This design comes from an exercise in tuning for small area on the open sky130 flow, not from production work. RTL that was checked went through simulation tests only; none was proved equivalent to the original. No activity file was given, so power comes from the tool's default toggle rates.

## msix_shim_top
module msix_shim_top #(
    parameter int TABLE_SIZE    = 8,
    parameter int TABLE_OFFSET  = 32'h2000,
    parameter int MSIX_BAR      = 0,
    parameter int BAR_LOG2_SIZE = 14
) (
    input  logic                        clk,
    input  logic                        rst_n,
    input  logic                        rx_in_valid,
    output logic                        rx_in_ready,
    input  logic [msix_pkg::BEAT_W-1:0] rx_in_data,
    input  logic                        rx_in_last,
    output logic                        rx_out_valid,
    input  logic                        rx_out_ready,
    output logic [msix_pkg::BEAT_W-1:0] rx_out_data,
    output logic                        rx_out_last,
    input  logic                        tx_in_valid,
    output logic                        tx_in_ready,
    input  logic [msix_pkg::BEAT_W-1:0] tx_in_data,
    input  logic                        tx_in_last,
    output logic                        tx_out_valid,
    input  logic                        tx_out_ready,
    output logic [msix_pkg::BEAT_W-1:0] tx_out_data,
    output logic                        tx_out_last
);
Size in the first run: about 24000 um2 of cells after synthesis.
==> module msix_shim_top, before the edit <==
module msix_shim_top #(
    parameter int TABLE_SIZE    = 8,
    parameter int TABLE_OFFSET  = 32'h2000,
    parameter int MSIX_BAR      = 0,
    parameter int BAR_LOG2_SIZE = 14
) (
    input  logic                        clk,
    input  logic                        rst_n,
    input  logic                        rx_in_valid,
    output logic                        rx_in_ready,
    input  logic [msix_pkg::BEAT_W-1:0] rx_in_data,
    input  logic                        rx_in_last,
    output logic                        rx_out_valid,
    input  logic                        rx_out_ready,
    output logic [msix_pkg::BEAT_W-1:0] rx_out_data,
    output logic                        rx_out_last,
    input  logic                        tx_in_valid,
    output logic                        tx_in_ready,
    input  logic [msix_pkg::BEAT_W-1:0] tx_in_data,
    input  logic                        tx_in_last,
    output logic                        tx_out_valid,
    input  logic                        tx_out_ready,
    output logic [msix_pkg::BEAT_W-1:0] tx_out_data,
    output logic                        tx_out_last
);
    logic [1023:0] ring;
    logic [4:0]    phase;
    logic          clearing;
    logic          rx_sop;
    logic          tx_sop;
    logic          half;        
    logic [31:0] st31, st30, st1, st0;
    assign st31 = ring[1023:992];
    assign st30 = ring[991:960];
    assign st1  = ring[63:32];
    assign st0  = ring[31:0];
    logic [7:0] rx_kind;
    logic [3:0] rx_len;
    logic [4:0] rx_w;
    logic       is_tbl, is_wr, len2, form_ok, ph_w, ph_pair;
    logic       wr_now, wr_acc, cpl_go;
    assign rx_kind = rx_in_data[63:56];
    assign rx_len  = rx_in_data[51:48];
    assign rx_w    = rx_in_data[6:2];
    assign is_tbl  = rx_sop && (rx_kind[7] == 1'b0) && (rx_kind[5:0] == 6'd0) &&
                     (rx_in_data[55:52] == 4'd0) &&
                     (rx_in_data[13:7] == 7'b1000000);
    assign is_wr   = rx_kind[6];
    assign len2    = (rx_len == 4'd2);
    assign form_ok = (rx_len == 4'd1) || (len2 && !rx_in_data[2]);
    assign ph_w    = (phase == rx_w);
    assign ph_pair = (phase[4:1] == rx_w[4:1]);
    assign wr_now = rx_in_valid && is_tbl && is_wr && form_ok && !clearing &&
                    (len2 ? (ph_pair && (!phase[0] || half)) : ph_w);
    assign wr_acc = len2 ? phase[0] : 1'b1;
    assign cpl_go = rx_in_valid && is_tbl && !is_wr && !clearing && ph_w && tx_sop;
    assign rx_out_valid = rx_in_valid && !is_tbl;
    assign rx_out_data  = rx_in_data;
    assign rx_out_last  = rx_in_last;
    assign rx_in_ready = !is_tbl ? rx_out_ready :
                         is_wr   ? (!form_ok || (wr_now && wr_acc)) :
                                   (cpl_go && tx_out_ready);
    logic       is_intr, vec_big, intr_slot, intr_go;
    assign is_intr   = tx_sop && (tx_in_data[63:56] == 8'h30);
    assign vec_big   = |tx_in_data[55:43];
    assign intr_slot = !clearing && !wr_now && (phase == {tx_in_data[42:40], 2'b10});
    assign intr_go   = intr_slot && !vec_big && !st30[0] && !cpl_go;
    assign tx_in_ready = is_intr ? (vec_big || (intr_slot && (st30[0] || (!cpl_go && tx_out_ready))))
                                 : (!cpl_go && tx_out_ready);
    assign tx_out_valid = cpl_go || (tx_in_valid && (is_intr ? intr_go : !cpl_go));
    logic [31:0] ring_in;
    logic        in_lo, in_hi, in_keep;
    assign in_hi   = wr_now && len2 && phase[0];
    assign in_lo   = wr_now && !(len2 && phase[0]);
    assign in_keep = !wr_now && !clearing;
    logic sel_p, sel_c, sel_i, sel_c_lo, sel_c_hi;
    assign sel_c    = cpl_go;
    assign sel_i    = !cpl_go && is_intr;
    assign sel_p    = !cpl_go && !is_intr;
    assign sel_c_lo = cpl_go && form_ok;
    assign sel_c_hi = cpl_go && form_ok && len2;
    for (genvar i = 0; i < 32; i++) begin : g_o
        msix_ao2 u_hi (.a(tx_in_data[96+i]), .sa(sel_p), .b(st30[i]), .sb(sel_c_hi), .y(tx_out_data[96+i]));
        msix_ao2 u_lo (.a(tx_in_data[64+i]), .sa(sel_p), .b(st31[i]), .sb(sel_c_lo || sel_i), .y(tx_out_data[64+i]));
        msix_ao3 u_ad (.a(tx_in_data[i]), .sa(sel_p), .b(rx_in_data[i]), .sb(sel_c), .c(st1[i]), .sc(sel_i), .y(tx_out_data[i]));
        msix_ao3 u_in (.a(rx_in_data[64+i]), .sa(in_lo), .b(rx_in_data[96+i]), .sb(in_hi), .c(st31[i]), .sc(in_keep), .y(ring_in[i]));
    end
    for (genvar i = 0; i < 8; i++) begin : g_a
        msix_ao3 u_ah (.a(tx_in_data[32+i]), .sa(sel_p), .b(rx_in_data[32+i]), .sb(sel_c), .c(st0[i]), .sc(sel_i), .y(tx_out_data[32+i]));
        msix_ao2 u_tg (.a(tx_in_data[40+i]), .sa(sel_p), .b(rx_in_data[40+i]), .sb(sel_c), .y(tx_out_data[40+i]));
    end
    for (genvar i = 0; i < 4; i++) begin : g_l
        if (i == 0)
            msix_ao3 u_ln (.a(tx_in_data[48+i]), .sa(sel_p), .b(rx_in_data[48+i]), .sb(sel_c), .c(1'b1), .sc(sel_i), .y(tx_out_data[48+i]));
        else
            msix_ao2 u_ln (.a(tx_in_data[48+i]), .sa(sel_p), .b(rx_in_data[48+i]), .sb(sel_c), .y(tx_out_data[48+i]));
    end
    assign tx_out_data[63:56] = ({8{sel_p}} & tx_in_data[63:56]) | (sel_c ? 8'h4a : 8'h00) | (sel_i ? 8'h40 : 8'h00);
    assign tx_out_data[55:52] = ({4{sel_p}} & tx_in_data[55:52]) | {3'b000, sel_c && !form_ok};
    assign tx_out_last        = tx_in_last || !sel_p;
    always_ff @(posedge clk) begin
        if (!rst_n) begin
            phase    <= 5'd0;
            clearing <= 1'b1;
            rx_sop   <= 1'b1;
            tx_sop   <= 1'b1;
            half     <= 1'b0;
        end else begin
            half  <= wr_now && len2 && !phase[0];
            phase <= phase + 5'd1;
            if (phase == 5'd31) clearing <= 1'b0;
            if (rx_in_valid && rx_in_ready) rx_sop <= rx_in_last;
            if (tx_in_valid && tx_in_ready) tx_sop <= tx_in_last;
        end
    end
    always_ff @(posedge clk) begin
        ring <= {ring[991:0], ring_in};
    end
endmodule
Settings: LEC_CHECK=0, CAP_MARGIN=20, CORE_MARGIN=2, CORE_UTILIZATION=60, PLACE_DENSITY=0.7, SLEW_MARGIN=20, SYNTH_HIERARCHICAL=1; clock period 4.5 ns.
standard.sh (not shown) runs the stock make flow with config.mk's settings and CLKGATE_MAP_FILE= SYNTH_SCRIPT=/design/flow/synth_recipe.tcl, a recipe that flattens the netlist after the stock synthesis.
==> flow/flow/run.sh <==
#!/bin/bash
set -euo pipefail
source flow/knobs.sh
CTS_ARGS_V="-sink_clustering_enable -repair_clock_nets -dont_use_dummy_load"
[[ -n "${CTS_SIZE:-}" ]] && CTS_ARGS_V+=" -sink_clustering_size ${CTS_SIZE}"
[[ -n "${CTS_DIAM:-}" ]] && CTS_ARGS_V+=" -sink_clustering_max_diameter ${CTS_DIAM}"
[[ -n "${CTS_BUFS:-}" ]] && CTS_ARGS_V+=" -buf_list {${CTS_BUFS}}"

bash standard.sh \
  BUFFER_PORTS_ARGS="-buffer_cell sky130_fd_sc_hd__buf_1" \
  CTS_ARGS="${CTS_ARGS_V}" \
  finish > make_finish.log 2>&1
==> flow/flow/knobs.sh <==
CTS_SIZE=20; CTS_DIAM=60; CTS_BUFS="sky130_fd_sc_hd__clkbuf_8"
==> next run, changes <==
--- a/flow/design.v
+++ b/flow/design.v
@@ -87,5 +87,5 @@
                     (len2 ? (ph_pair && (!phase[0] || half)) : ph_w);
     assign wr_acc = len2 ? phase[0] : 1'b1;
-    assign cpl_go = rx_in_valid && is_tbl && !is_wr && !clearing && ph_w && tx_sop;
+    assign cpl_go = rx_in_valid && is_tbl && !is_wr && !clearing && ph_w && tx_sop && !tx_in_valid;
     assign rx_out_valid = rx_in_valid && !is_tbl;
     assign rx_out_data  = rx_in_data;
@@ -98,8 +98,8 @@
     assign vec_big   = |tx_in_data[55:43];
     assign intr_slot = !clearing && !wr_now && (phase == {tx_in_data[42:40], 2'b10});
-    assign intr_go   = intr_slot && !vec_big && !st30[0] && !cpl_go;
-    assign tx_in_ready = is_intr ? (vec_big || (intr_slot && (st30[0] || (!cpl_go && tx_out_ready))))
-                                 : (!cpl_go && tx_out_ready);
-    assign tx_out_valid = cpl_go || (tx_in_valid && (is_intr ? intr_go : !cpl_go));
+    assign intr_go   = intr_slot && !vec_big && !st30[0];
+    assign tx_in_ready = is_intr ? (vec_big || (intr_slot && (st30[0] || tx_out_ready)))
+                                 : tx_out_ready;
+    assign tx_out_valid = cpl_go || (tx_in_valid && (!is_intr || intr_go));
     logic [31:0] ring_in;
     logic        in_lo, in_hi, in_keep;
@@ -108,9 +108,9 @@
     assign in_keep = !wr_now && !clearing;
     logic sel_p, sel_c, sel_i, sel_c_lo, sel_c_hi;
-    assign sel_c    = cpl_go;
-    assign sel_i    = !cpl_go && is_intr;
-    assign sel_p    = !cpl_go && !is_intr;
-    assign sel_c_lo = cpl_go && form_ok;
-    assign sel_c_hi = cpl_go && form_ok && len2;
+    assign sel_c    = !tx_in_valid;
+    assign sel_i    = tx_in_valid && is_intr;
+    assign sel_p    = tx_in_valid && !is_intr;
+    assign sel_c_lo = !tx_in_valid && form_ok;
+    assign sel_c_hi = !tx_in_valid && form_ok && len2;
     for (genvar i = 0; i < 32; i++) begin : g_o
         msix_ao2 u_hi (.a(tx_in_data[96+i]), .sa(sel_p), .b(st30[i]), .sb(sel_c_hi), .y(tx_out_data[96+i]));
Result: Clock-buffer cell count grows by 2. Final area shrinks by about 0.37%. Routed wire length grows by 17%. Via count grows by about 1.5%. Synthesized area is about the same. Die area hardly moves. Total power grows by about 1.3%. Setup slack is better by 280 ps. Hold slack is better by 15 ps. Clock skew grows by 44 ps. First-iteration DRC count shrinks by about 16%. Cell count hardly moves. Global-route usage grows by 4.0 points. Register-to-register slack is better by 60 ps.
Only the layout flow was run in the second run of this note; the RTL was not checked for function there.

what the ideal ports hide:
In the flow no input, the clock included, has a driving cell. The finished layouts below were timed again as built, in two steps. Step 1 sets driving cells, clkbuf_16 on the clock port and buf_2 on the other inputs (assumed; they add their load-dependent delay and slew). Step 2, shift: input delay + t, output delay - t, t = (earliest + latest rising clock arrival at the registers) / 2. This alone moves slack from input paths to output paths. Slacks: ideal ports / drivers / drivers and shift; pairs: ideal ports / drivers.
| run | t, ns | setup WS [ns] | latest minus earliest clock arrival (ns) |
|---|---|---|---|
| the first run | 0.682 | 0.259 / 0.238 / 0.238 | 0.069 / 0.070 |
| the second run | 0.679 | 0.540 / 0.467 / 0.467 | 0.097 / 0.096 |
After both steps every run listed still meets setup and hold. For the second run, which loses most, drivers alone change the setup slack by -0.073 ns; drivers and shift together by -0.073 ns.
